This is an optimization exercise on Yosys and OpenROAD, whose aim is small area, a short achievable clock period and few clock cycles per item, not a production implementation. Power figures rest on the tool's default switching activity, not on a simulated workload.

==> indigo: inputs <==
==> flow/design.v <==
package mscc_pkg;
  localparam int MAX_WIDTH  = 256;
  localparam int MAX_HEIGHT = 1024;
  localparam int MAX_LEVELS = 8;
  localparam int COL_W  = $clog2(MAX_WIDTH);
  localparam int ROW_W  = $clog2(MAX_HEIGHT);
  localparam int LVL_W  = 3;
  localparam int LCNT_W = 4;
  localparam int RW_W   = 11;
  localparam int THR_W  = 64;
  localparam int GRAY_W = 8;
  localparam int SUM_W  = 10;
  localparam int PROD_W = 20;
  localparam logic [SUM_W-1:0] GRAY_RECIP = SUM_W'(683);
  localparam int               GRAY_SHIFT = 11;
  localparam logic [LCNT_W-1:0] LEVEL_COUNT_RST = LCNT_W'(1);
  localparam logic [RW_W-1:0]   ROW_WIDTH_RST   = RW_W'(MAX_WIDTH);
  localparam logic [3:0] CODE_ALL_ABOVE = 4'hF;
  localparam logic [3:0] CODE_UNIFORM   = 4'h0;
  typedef enum logic [1:0] {
    CFG_LEVEL_COUNT = 2'd0,
    CFG_THRESHOLDS  = 2'd1,
    CFG_ROW_WIDTH   = 2'd2
  } cfg_idx_t;
endpackage
import mscc_pkg::*;
module marching_squares_cell_classifier_unit (
  input  logic                clk,
  input  logic                rst_n,
  input  logic                cfg_we,
  input  logic [1:0]          cfg_index,
  input  logic [THR_W-1:0]    cfg_data,
  input  logic                in_valid,
  output logic                in_ready,
  input  logic [7:0]          in_red,
  input  logic [7:0]          in_green,
  input  logic [7:0]          in_blue,
  input  logic                in_frame_start,
  output logic                out_valid,
  input  logic                out_ready,
  output logic [9:0]          out_cell_x,
  output logic [9:0]          out_cell_y,
  output logic [2:0]          out_level,
  output logic [3:0]          out_case_code,
  output logic                out_last
);
  logic [LCNT_W-1:0] level_count_r;
  logic [THR_W-1:0]  thresholds_r;
  logic [RW_W-1:0]   row_width_r;
  always_ff @(posedge clk) begin
    if (!rst_n) begin
      level_count_r <= LEVEL_COUNT_RST;
      thresholds_r  <= '0;
      row_width_r   <= ROW_WIDTH_RST;
    end else if (cfg_we) begin
      case (cfg_index)
        CFG_LEVEL_COUNT: level_count_r <= cfg_data[LCNT_W-1:0];
        CFG_THRESHOLDS:  thresholds_r  <= cfg_data;
        CFG_ROW_WIDTH:   row_width_r   <= cfg_data[RW_W-1:0];
        default: ;
      endcase
    end
  end
  logic [RW_W-1:0]   width_eff;
  logic [LCNT_W-1:0] levels_eff;
  logic [COL_W-1:0]  wm1_r;      
  logic [COL_W-1:0]  wm2_r;      
  logic [COL_W-1:0]  lbsel_r;    
  logic [LVL_W-1:0]  lvl_last_r;
  logic              lvl_one_r;
  always_comb begin
    width_eff = row_width_r;
    if (row_width_r < RW_W'(2)) begin
      width_eff = RW_W'(2);
    end else if (row_width_r > RW_W'(MAX_WIDTH)) begin
      width_eff = RW_W'(MAX_WIDTH);
    end
  end
  always_comb begin
    levels_eff = level_count_r;
    if (level_count_r == '0) begin
      levels_eff = LCNT_W'(1);
    end else if (level_count_r > LCNT_W'(MAX_LEVELS)) begin
      levels_eff = LCNT_W'(MAX_LEVELS);
    end
  end
  always_ff @(posedge clk) begin
    wm1_r      <= COL_W'(width_eff - RW_W'(1));
    wm2_r      <= COL_W'(width_eff - RW_W'(2));
    lbsel_r    <= COL_W'(width_eff - RW_W'(2));
    lvl_last_r <= LVL_W'(levels_eff - LCNT_W'(1));
    lvl_one_r  <= (levels_eff == LCNT_W'(1));
  end
  logic [LVL_W-1:0] d_lvl_r;
  logic d_cell_r;      
  logic last_r;        
  logic skid_valid_r;
  logic out_valid_r;
  logic adv_r;
  logic push_r;
  logic adv;
  logic fire;
  logic out_free;
  logic d_cell_n, last_n, skid_valid_n, out_valid_n, c_valid_n;
  logic c_valid_r, b_valid_r;
  logic c_cell;
  assign adv      = adv_r;
  assign fire     = d_cell_r && !skid_valid_r;
  assign out_free = !out_valid_r || out_ready;
  assign in_ready = adv_r;
  always_comb begin
    d_cell_n     = d_cell_r;
    last_n       = last_r;
    skid_valid_n = skid_valid_r;
    out_valid_n  = out_valid_r;
    c_valid_n    = c_valid_r;
    if (adv) begin
      d_cell_n  = c_cell;
      last_n    = lvl_one_r;
      c_valid_n = b_valid_r;
    end else if (fire) begin
      last_n    = (d_lvl_r + LVL_W'(1)) == lvl_last_r;
    end
    if (out_free) begin
      out_valid_n  = skid_valid_r || fire;
      skid_valid_n = 1'b0;
    end else if (fire) begin
      skid_valid_n = 1'b1;
    end
    if (!rst_n) begin
      d_cell_n     = 1'b0;
      skid_valid_n = 1'b0;
      out_valid_n  = 1'b0;
      c_valid_n    = 1'b0;
    end
  end
  always_ff @(posedge clk) begin
    d_cell_r     <= d_cell_n;
    last_r       <= last_n;
    skid_valid_r <= skid_valid_n;
    out_valid_r  <= out_valid_n;
    c_valid_r    <= c_valid_n;
    adv_r        <= !d_cell_n || (!skid_valid_n && last_n);
    push_r       <= c_valid_n && (!d_cell_n || (!skid_valid_n && last_n));
  end
  logic       a_valid_r;
  logic       a_fs_r;
  logic [7:0] a_red_r, a_green_r, a_blue_r;
  always_ff @(posedge clk) begin
    if (!rst_n) begin
      a_valid_r <= 1'b0;
    end else if (adv) begin
      a_valid_r <= in_valid;
    end
  end
  always_ff @(posedge clk) begin
    if (adv) begin
      a_fs_r    <= in_frame_start;
      a_red_r   <= in_red;
      a_green_r <= in_green;
      a_blue_r  <= in_blue;
    end
  end
  logic             b_fs_r;
  logic [SUM_W-1:0] b_sum_r;
  always_ff @(posedge clk) begin
    if (!rst_n) begin
      b_valid_r <= 1'b0;
    end else if (adv) begin
      b_valid_r <= a_valid_r;
    end
  end
  always_ff @(posedge clk) begin
    if (adv) begin
      b_fs_r  <= a_fs_r;
      b_sum_r <= SUM_W'(a_red_r) + SUM_W'(a_green_r) + SUM_W'(a_blue_r);
    end
  end
  logic              c_fs_r;
  logic [GRAY_W-1:0] c_gray_r;
  logic [GRAY_W-1:0] b_gray;
  logic [2:0]        dg [5];
  logic [2:0]        rm [10];
  logic [2:0]        dg21;
  function automatic logic [2:0] m3add(input logic [2:0] a, input logic [2:0] b);
    m3add[0] = (a[0] & b[0]) | (a[1] & b[2]) | (a[2] & b[1]);
    m3add[1] = (a[0] & b[1]) | (a[1] & b[0]) | (a[2] & b[2]);
    m3add[2] = (a[0] & b[2]) | (a[1] & b[1]) | (a[2] & b[0]);
  endfunction
  function automatic logic [2:0] m3sub(input logic b, input logic [2:0] a);
    m3sub = b ? {a[2], a[0], a[1]} : {a[1], a[2], a[0]};
  endfunction
  always_comb begin
    for (int k = 0; k < 5; k++) begin
      dg[k][0] = (b_sum_r[2*k+1] == b_sum_r[2*k]);
      dg[k][1] = !b_sum_r[2*k+1] && b_sum_r[2*k];
      dg[k][2] = b_sum_r[2*k+1] && !b_sum_r[2*k];
    end
    dg21  = m3add(dg[2], dg[1]);
    rm[9] = {1'b0, b_sum_r[9], !b_sum_r[9]};
    rm[8] = dg[4];
    rm[6] = m3add(dg[4], dg[3]);
    rm[4] = m3add(rm[6], dg[2]);
    rm[2] = m3add(rm[6], dg21);
    rm[0] = 3'b001;
    rm[7] = m3sub(b_sum_r[7], rm[8]);
    rm[5] = m3sub(b_sum_r[5], rm[6]);
    rm[3] = m3sub(b_sum_r[3], rm[4]);
    rm[1] = m3sub(b_sum_r[1], rm[2]);
    for (int i = 0; i < GRAY_W; i++) begin
      b_gray[i] = rm[i+1][2] || (rm[i+1][1] && b_sum_r[i]);
    end
  end
  always_ff @(posedge clk) begin
    if (adv) begin
      c_fs_r   <= b_fs_r;
      c_gray_r <= b_gray;
    end
  end
  logic [COL_W-1:0] col_r;
  logic [ROW_W-1:0] row_r;
  logic             end_r;
  logic             over_r;
  logic             colnz_r;
  logic             rownz_r;
  logic [COL_W-1:0] x_cur;
  logic [ROW_W-1:0] y_cur;
  logic             x_zero;
  logic             x_end;
  logic             push;
  logic [ROW_W-1:0] y_inc;
  assign push   = adv && c_valid_r;
  assign x_zero = c_fs_r || over_r;
  assign x_cur  = x_zero ? '0 : col_r;
  assign y_cur  = c_fs_r ? '0 : row_r;
  assign x_end  = x_zero ? 1'b0 : end_r;
  assign y_inc  = y_cur + ROW_W'(1);
  assign c_cell = c_valid_r && !x_zero && colnz_r && !c_fs_r && rownz_r;
  always_ff @(posedge clk) begin
    if (!rst_n) begin
      col_r   <= '0;
      row_r   <= '0;
      colnz_r <= 1'b0;
      rownz_r <= 1'b0;
      end_r   <= 1'b0;
      over_r  <= 1'b0;
    end else if (push) begin
      col_r   <= x_end ? '0 : x_cur + COL_W'(1);
      row_r   <= x_end ? y_inc : y_cur;
      colnz_r <= !x_end;
      rownz_r <= x_end ? (y_cur != ROW_W'(MAX_HEIGHT - 1)) : !c_fs_r && rownz_r;
      end_r   <= !x_end && (x_zero ? (wm1_r == COL_W'(1)) : (col_r == wm2_r));
      over_r  <= 1'b0;
    end else begin
      end_r   <= (col_r == wm1_r);
      over_r  <= (col_r > wm1_r);
    end
  end
  logic [GRAY_W-1:0] lb_f1_r, lb_f2_r;
  logic [GRAY_W-1:0] seg0 [1];
  logic [GRAY_W-1:0] seg1 [2];
  logic [GRAY_W-1:0] seg2 [4];
  logic [GRAY_W-1:0] seg3 [8];
  logic [GRAY_W-1:0] seg4 [16];
  logic [GRAY_W-1:0] seg5 [32];
  logic [GRAY_W-1:0] seg6 [64];
  logic [GRAY_W-1:0] seg7 [128];
  logic [GRAY_W-1:0] m0, m1, m2, m3, m4, m5, m6, m7;
  assign m0 = lbsel_r[0] ? seg0[0]   : lb_f1_r;
  assign m1 = lbsel_r[1] ? seg1[1]   : m0;
  assign m2 = lbsel_r[2] ? seg2[3]   : m1;
  assign m3 = lbsel_r[3] ? seg3[7]   : m2;
  assign m4 = lbsel_r[4] ? seg4[15]  : lb_f2_r;
  assign m5 = lbsel_r[5] ? seg5[31]  : m4;
  assign m6 = lbsel_r[6] ? seg6[63]  : m5;
  assign m7 = lbsel_r[7] ? seg7[127] : m6;
  always_ff @(posedge clk) begin
    if (push_r) begin
      lb_f1_r <= c_gray_r;
      seg0[0] <= lb_f1_r;
      for (int i = 1; i < 2; i++)   seg1[i] <= seg1[i-1];
      seg1[0] <= m0;
      for (int i = 1; i < 4; i++)   seg2[i] <= seg2[i-1];
      seg2[0] <= m1;
      for (int i = 1; i < 8; i++)   seg3[i] <= seg3[i-1];
      seg3[0] <= m2;
      lb_f2_r <= m3;
      for (int i = 1; i < 16; i++)  seg4[i] <= seg4[i-1];
      seg4[0] <= lb_f2_r;
      for (int i = 1; i < 32; i++)  seg5[i] <= seg5[i-1];
      seg5[0] <= m4;
      for (int i = 1; i < 64; i++)  seg6[i] <= seg6[i-1];
      seg6[0] <= m5;
      for (int i = 1; i < 128; i++) seg7[i] <= seg7[i-1];
      seg7[0] <= m6;
    end
  end
  logic [GRAY_W-1:0] d_ul_r, d_ll_r, d_ur_r, d_lr_r;
  logic [COL_W-1:0]  d_cx_r;
  logic [ROW_W-1:0]  d_cy_r;
  logic [GRAY_W-1:0] d_thr_r;
  logic [LVL_W-1:0]  lvl_nxt;
  always_ff @(posedge clk) begin
    if (push) begin
      d_ul_r <= d_ur_r;
      d_ll_r <= d_lr_r;
      d_ur_r <= m7;
      d_lr_r <= c_gray_r;
      d_cx_r <= x_cur;
      d_cy_r <= y_cur;
    end
  end
  always_comb begin
    lvl_nxt = d_lvl_r;
    if (adv) begin
      lvl_nxt = '0;
    end else if (fire) begin
      lvl_nxt = d_lvl_r + LVL_W'(1);
    end
  end
  always_ff @(posedge clk) begin
    d_lvl_r <= lvl_nxt;
    d_thr_r <= thresholds_r[lvl_nxt*GRAY_W +: GRAY_W];
  end
  logic [3:0] code_raw;
  logic [3:0] code;
  assign code_raw = {d_ul_r > d_thr_r, d_ll_r > d_thr_r, d_ur_r > d_thr_r, d_lr_r > d_thr_r};
  assign code     = (code_raw == CODE_ALL_ABOVE) ? CODE_UNIFORM : code_raw;
  logic [COL_W-1:0]  out_cx_r;
  logic [ROW_W-1:0]  out_cy_r;
  logic [2:0]        out_level_r;
  logic [3:0]        out_code_r;
  logic              out_last_r;
  logic [COL_W-1:0]  res_cx;
  logic [ROW_W-1:0]  res_cy;
  assign res_cx = d_cx_r - COL_W'(1);
  assign res_cy = d_cy_r - ROW_W'(1);
  logic [COL_W-1:0]  sk_cx_r;
  logic [ROW_W-1:0]  sk_cy_r;
  logic [2:0]        sk_level_r;
  logic [3:0]        sk_code_r;
  logic              sk_last_r;
  always_ff @(posedge clk) begin
    if (out_free) begin
      if (skid_valid_r) begin
        out_cx_r    <= sk_cx_r;
        out_cy_r    <= sk_cy_r;
        out_level_r <= sk_level_r;
        out_code_r  <= sk_code_r;
        out_last_r  <= sk_last_r;
      end else begin
        out_cx_r    <= res_cx;
        out_cy_r    <= res_cy;
        out_level_r <= d_lvl_r;
        out_code_r  <= code;
        out_last_r  <= last_r;
      end
    end
  end
  always_ff @(posedge clk) begin
    if (!skid_valid_r) begin
      sk_cx_r    <= res_cx;
      sk_cy_r    <= res_cy;
      sk_level_r <= d_lvl_r;
      sk_code_r  <= code;
      sk_last_r  <= last_r;
    end
  end
  assign out_valid     = out_valid_r;
  assign out_cell_x    = 10'(out_cx_r);
  assign out_cell_y    = out_cy_r;
  assign out_level     = out_level_r;
  assign out_case_code = out_code_r;
  assign out_last      = out_last_r;
endmodule
==> flow/run.sh <==
#!/bin/bash
# synth_recipe.tcl (not shown) runs the flow's synth.tcl, then flattens the netlist and writes it again
# the make line also repeats each setting of config.mk as NAME=value (left out here)
make -C /OpenROAD-flow-scripts/flow DESIGN_CONFIG=/design/flow/config.mk WORK_HOME=/design/flow/orfs CLKGATE_MAP_FILE= SYNTH_SCRIPT=/design/flow/synth_recipe.tcl finish
==> flow/config.mk <==
export PLATFORM = sky130hd
export DESIGN_NAME = marching_squares_cell_classifier_unit
export DESIGN_NICKNAME = marching_squares_cell_classifier_unit
export VERILOG_FILES = /design/flow/design.v
export SDC_FILE = /design/flow/constraint.sdc
export NUM_CORES = 4
export LEC_CHECK = 0
export ABC_CLOCK_PERIOD_IN_PS = 2500
export CAP_MARGIN = 20
export CORE_MARGIN = 2
export CORE_UTILIZATION = 55
export CTS_BUF_LIST = sky130_fd_sc_hd__clkbuf_8
export CTS_CLUSTER_SIZE = 20
export SETUP_SLACK_MARGIN = 5
export SLEW_MARGIN = 20
export SYNTH_MEMORY_MAX_BITS = 16384
==> flow/constraint.sdc <==
create_clock -name core_clock -period 8.0 [get_ports {clk}]
set_input_delay 1.6000 -clock core_clock [delete_from_list [all_inputs] [get_ports {clk}]]
set_output_delay 1.6000 -clock core_clock [all_outputs]
set_load 0.01 [all_outputs]
==> inputs of yarrow, as changes to indigo <==
Settings changed: SETUP_SLACK_MARGIN 5 to default.
==> inputs of garnet, as changes to indigo <==
==> flow/design.v, changed modules only <==
module marching_squares_cell_classifier_unit (
  input  logic                clk,
  input  logic                rst_n,
  input  logic                cfg_we,
  input  logic [1:0]          cfg_index,
  input  logic [THR_W-1:0]    cfg_data,
  input  logic                in_valid,
  output logic                in_ready,
  input  logic [7:0]          in_red,
  input  logic [7:0]          in_green,
  input  logic [7:0]          in_blue,
  input  logic                in_frame_start,
  output logic                out_valid,
  input  logic                out_ready,
  output logic [9:0]          out_cell_x,
  output logic [9:0]          out_cell_y,
  output logic [2:0]          out_level,
  output logic [3:0]          out_case_code,
  output logic                out_last
);
  logic [LCNT_W-1:0] level_count_r;
  logic [THR_W-1:0]  thresholds_r;
  logic [RW_W-1:0]   row_width_r;
  always_ff @(posedge clk) begin
    if (!rst_n) begin
      level_count_r <= LEVEL_COUNT_RST;
      thresholds_r  <= '0;
      row_width_r   <= ROW_WIDTH_RST;
    end else if (cfg_we) begin
      case (cfg_index)
        CFG_LEVEL_COUNT: level_count_r <= cfg_data[LCNT_W-1:0];
        CFG_THRESHOLDS:  thresholds_r  <= cfg_data;
        CFG_ROW_WIDTH:   row_width_r   <= cfg_data[RW_W-1:0];
        default: ;
      endcase
    end
  end
  logic [RW_W-1:0]   width_eff;
  logic [LCNT_W-1:0] levels_eff;
  logic [COL_W-1:0]  wm1_r;      
  logic [COL_W-1:0]  lbsel_r;    
  logic [LVL_W-1:0]  lvl_last_r;
  logic              lvl_one_r;
  always_comb begin
    width_eff = row_width_r;
    if (row_width_r < RW_W'(2)) begin
      width_eff = RW_W'(2);
    end else if (row_width_r > RW_W'(MAX_WIDTH)) begin
      width_eff = RW_W'(MAX_WIDTH);
    end
  end
  always_comb begin
    levels_eff = level_count_r;
    if (level_count_r == '0) begin
      levels_eff = LCNT_W'(1);
    end else if (level_count_r > LCNT_W'(MAX_LEVELS)) begin
      levels_eff = LCNT_W'(MAX_LEVELS);
    end
  end
  always_ff @(posedge clk) begin
    wm1_r      <= COL_W'(width_eff - RW_W'(1));
    lbsel_r    <= COL_W'(width_eff - RW_W'(2));
    lvl_last_r <= LVL_W'(levels_eff - LCNT_W'(1));
    lvl_one_r  <= (levels_eff == LCNT_W'(1));
  end
  logic d_cell_r;      
  logic last_r;        
  logic skid_valid_r;
  logic adv;
  logic fire;
  assign fire     = d_cell_r && !skid_valid_r;
  assign adv      = !d_cell_r || (!skid_valid_r && last_r);
  assign in_ready = !d_cell_r || (!skid_valid_r && last_r);
  logic       a_valid_r;
  logic       a_fs_r;
  logic [7:0] a_red_r, a_green_r, a_blue_r;
  always_ff @(posedge clk) begin
    if (!rst_n) begin
      a_valid_r <= 1'b0;
    end else if (adv) begin
      a_valid_r <= in_valid;
    end
  end
  always_ff @(posedge clk) begin
    if (adv) begin
      a_fs_r    <= in_frame_start;
      a_red_r   <= in_red;
      a_green_r <= in_green;
      a_blue_r  <= in_blue;
    end
  end
  logic             b_valid_r;
  logic             b_fs_r;
  logic [SUM_W-1:0] b_sum_r;
  always_ff @(posedge clk) begin
    if (!rst_n) begin
      b_valid_r <= 1'b0;
    end else if (adv) begin
      b_valid_r <= a_valid_r;
    end
  end
  always_ff @(posedge clk) begin
    if (adv) begin
      b_fs_r  <= a_fs_r;
      b_sum_r <= SUM_W'(a_red_r) + SUM_W'(a_green_r) + SUM_W'(a_blue_r);
    end
  end
  logic              c_valid_r;
  logic              c_fs_r;
  logic [GRAY_W-1:0] c_gray_r;
  logic [PROD_W-1:0] b_prod;
  assign b_prod = PROD_W'(b_sum_r) * PROD_W'(GRAY_RECIP);
  always_ff @(posedge clk) begin
    if (!rst_n) begin
      c_valid_r <= 1'b0;
    end else if (adv) begin
      c_valid_r <= b_valid_r;
    end
  end
  always_ff @(posedge clk) begin
    if (adv) begin
      c_fs_r   <= b_fs_r;
      c_gray_r <= b_prod[GRAY_SHIFT +: GRAY_W];
    end
  end
  logic [COL_W-1:0] col_r;
  logic [ROW_W-1:0] row_r;
  logic [COL_W-1:0] x_cur;
  logic [ROW_W-1:0] y_cur;
  logic             x_end;
  logic             push;
  assign push = adv && c_valid_r;
  always_comb begin
    x_cur = c_fs_r ? '0 : col_r;
    y_cur = c_fs_r ? '0 : row_r;
    if (x_cur > wm1_r) begin
      x_cur = '0;
    end
    x_end = (x_cur == wm1_r);
  end
  always_ff @(posedge clk) begin
    if (!rst_n) begin
      col_r <= '0;
      row_r <= '0;
    end else if (push) begin
      col_r <= x_end ? '0 : x_cur + COL_W'(1);
      row_r <= x_end ? y_cur + ROW_W'(1) : y_cur;
    end
  end
  logic [GRAY_W-1:0] lb_f1_r, lb_f2_r;
  logic [GRAY_W-1:0] seg0 [1];
  logic [GRAY_W-1:0] seg1 [2];
  logic [GRAY_W-1:0] seg2 [4];
  logic [GRAY_W-1:0] seg3 [8];
  logic [GRAY_W-1:0] seg4 [16];
  logic [GRAY_W-1:0] seg5 [32];
  logic [GRAY_W-1:0] seg6 [64];
  logic [GRAY_W-1:0] seg7 [128];
  logic [GRAY_W-1:0] m0, m1, m2, m3, m4, m5, m6, m7;
  assign m0 = lbsel_r[0] ? seg0[0]   : lb_f1_r;
  assign m1 = lbsel_r[1] ? seg1[1]   : m0;
  assign m2 = lbsel_r[2] ? seg2[3]   : m1;
  assign m3 = lbsel_r[3] ? seg3[7]   : m2;
  assign m4 = lbsel_r[4] ? seg4[15]  : lb_f2_r;
  assign m5 = lbsel_r[5] ? seg5[31]  : m4;
  assign m6 = lbsel_r[6] ? seg6[63]  : m5;
  assign m7 = lbsel_r[7] ? seg7[127] : m6;
  always_ff @(posedge clk) begin
    if (push) begin
      lb_f1_r <= c_gray_r;
      seg0[0] <= lb_f1_r;
      for (int i = 1; i < 2; i++)   seg1[i] <= seg1[i-1];
      seg1[0] <= m0;
      for (int i = 1; i < 4; i++)   seg2[i] <= seg2[i-1];
      seg2[0] <= m1;
      for (int i = 1; i < 8; i++)   seg3[i] <= seg3[i-1];
      seg3[0] <= m2;
      lb_f2_r <= m3;
      for (int i = 1; i < 16; i++)  seg4[i] <= seg4[i-1];
      seg4[0] <= lb_f2_r;
      for (int i = 1; i < 32; i++)  seg5[i] <= seg5[i-1];
      seg5[0] <= m4;
      for (int i = 1; i < 64; i++)  seg6[i] <= seg6[i-1];
      seg6[0] <= m5;
      for (int i = 1; i < 128; i++) seg7[i] <= seg7[i-1];
      seg7[0] <= m6;
    end
  end
  logic [GRAY_W-1:0] d_ul_r, d_ll_r, d_ur_r, d_lr_r;
  logic [COL_W-1:0]  d_cx_r;
  logic [ROW_W-1:0]  d_cy_r;
  logic [LVL_W-1:0]  d_lvl_r;
  logic [GRAY_W-1:0] d_thr_r;
  logic [LVL_W-1:0]  lvl_nxt;
  always_ff @(posedge clk) begin
    if (push) begin
      d_ul_r <= d_ur_r;
      d_ll_r <= d_lr_r;
      d_ur_r <= m7;
      d_lr_r <= c_gray_r;
      d_cx_r <= x_cur - COL_W'(1);
      d_cy_r <= y_cur - ROW_W'(1);
    end
  end
  always_comb begin
    lvl_nxt = d_lvl_r;
    if (adv) begin
      lvl_nxt = '0;
    end else if (fire) begin
      lvl_nxt = d_lvl_r + LVL_W'(1);
    end
  end
  always_ff @(posedge clk) begin
    if (!rst_n) begin
      d_cell_r <= 1'b0;
    end else if (adv) begin
      d_cell_r <= c_valid_r && (x_cur != '0) && (y_cur != '0);
    end
  end
  always_ff @(posedge clk) begin
    d_lvl_r <= lvl_nxt;
    d_thr_r <= thresholds_r[lvl_nxt*GRAY_W +: GRAY_W];
    if (adv) begin
      last_r <= lvl_one_r;
    end else if (fire) begin
      last_r <= (d_lvl_r + LVL_W'(1)) == lvl_last_r;
    end
  end
  logic [3:0] code_raw;
  logic [3:0] code;
  assign code_raw = {d_ul_r > d_thr_r, d_ll_r > d_thr_r, d_ur_r > d_thr_r, d_lr_r > d_thr_r};
  assign code     = (code_raw == CODE_ALL_ABOVE) ? CODE_UNIFORM : code_raw;
  logic              out_valid_r;
  logic [COL_W-1:0]  out_cx_r;
  logic [ROW_W-1:0]  out_cy_r;
  logic [2:0]        out_level_r;
  logic [3:0]        out_code_r;
  logic              out_last_r;
  logic [COL_W-1:0]  sk_cx_r;
  logic [ROW_W-1:0]  sk_cy_r;
  logic [2:0]        sk_level_r;
  logic [3:0]        sk_code_r;
  logic              sk_last_r;
  logic              out_free;
  assign out_free = !out_valid_r || out_ready;
  always_ff @(posedge clk) begin
    if (!rst_n) begin
      out_valid_r  <= 1'b0;
      skid_valid_r <= 1'b0;
    end else if (out_free) begin
      out_valid_r  <= skid_valid_r || fire;
      skid_valid_r <= 1'b0;
    end else if (fire) begin
      skid_valid_r <= 1'b1;
    end
  end
  always_ff @(posedge clk) begin
    if (out_free) begin
      if (skid_valid_r) begin
        out_cx_r    <= sk_cx_r;
        out_cy_r    <= sk_cy_r;
        out_level_r <= sk_level_r;
        out_code_r  <= sk_code_r;
        out_last_r  <= sk_last_r;
      end else begin
        out_cx_r    <= d_cx_r;
        out_cy_r    <= d_cy_r;
        out_level_r <= d_lvl_r;
        out_code_r  <= code;
        out_last_r  <= last_r;
      end
    end
  end
  always_ff @(posedge clk) begin
    if (!out_free && !skid_valid_r) begin
      sk_cx_r    <= d_cx_r;
      sk_cy_r    <= d_cy_r;
      sk_level_r <= d_lvl_r;
      sk_code_r  <= code;
      sk_last_r  <= last_r;
    end
  end
  assign out_valid     = out_valid_r;
  assign out_cell_x    = 10'(out_cx_r);
  assign out_cell_y    = out_cy_r;
  assign out_level     = out_level_r;
  assign out_case_code = out_code_r;
  assign out_last      = out_last_r;
endmodule
Settings changed: CORE_UTILIZATION 55 to 50, CTS_BUF_LIST sky130_fd_sc_hd__clkbuf_8 to default, CTS_CLUSTER_SIZE 20 to default.
==> summary.md <==
| Metric | Value |
|---|---|
| Status | `complete, no violations` |
| Worst Hold Launch | `seg7[3][3]` |
| Critical Path End | `in_ready` |
| Pre-CTS setup slack | `4456 ps` |
| Cell area after layout | `85670 um^2` |
| Layout clock area frac | `7.884%` |
| Well Taps | `1781` |
| Power in the clock group | `9220 uW` |
| Reg2reg start | `d_cell_r` |
| DR WL met3 | `7448 um` |
| Nets@finish | `3961` |
| Initial antenna violation count | `12` |
the above is filed under yarrow

==> summary.md <==
| Metric | Value |
|---|---|
| Layout clock area frac | `7.885%` |
| Cell area after layout | `85660 um^2` |
| Initial antenna violation count | `13` |
| DR WL met3 | `7560 um` |
| Status | `complete, no violations` |
| Pre-CTS setup slack | `4456 ps` |
| Critical Path End | `out_last` |
| Power in the clock group | `9230 uW` |
| Nets@finish | `3963` |
| Well Taps | `1781` |
the above is filed under indigo

==> summary.md <==
| Metric | Value |
|---|---|
| DR WL met3 | `6194 um` |
| Comb group | `4310 uW` |
| Status | `complete, no violations` |
| Pre-CTS setup slack | `2734 ps` |
| Period utilisation layout | `55.20%` |
| Well Taps | `2030` |
| Main flop type after synthesis | `edfxtp_1` |
| Nets@finish | `4055` |
| Critical Path End | `c_gray_r[6]` |
| Initial antenna violation count | `1` |
the above is filed under garnet

No run of this note included a check of the RTL's function; only the layout flow was run.

[port drivers added, routing unchanged]
The flow's constraints put no driver on any port. The routed layouts listed below were extracted and timed again, unchanged, in two steps. Step 1 assumes that a clkbuf_16 drives the clock port and a buf_2 every other input. Step 2 adds t to the input delays and takes it off the output delays; t is the mean of the earliest and latest rising clock arrival at the registers after step 1. Input paths then give back, and output paths get back, about the clock's delay inside the block. a / b / c = ideal ports / drivers / drivers and shift; a / b = the first two.
run	t (ns)	setup slack, ns	hold slack, ns	clock arrival spread, ns	worst register clock-pin slew, ns
indigo	1.052	4.789 / 4.710 / 4.598	0.375 / 0.375 / 0.375	0.085 / 0.085	0.07 / 0.07
yarrow	1.056	4.279 / 4.200 / 4.572	0.378 / 0.378 / 0.378	0.086 / 0.086	0.07 / 0.07
garnet	0.866	3.584 / 3.584 / 3.584	0.369 / 0.369 / 0.369	0.065 / 0.066	0.06 / 0.06
After both steps setup and hold are still met in every run listed. The setup slack of indigo, which loses most, moves by -0.079 ns with the drivers and by -0.191 ns with both steps.
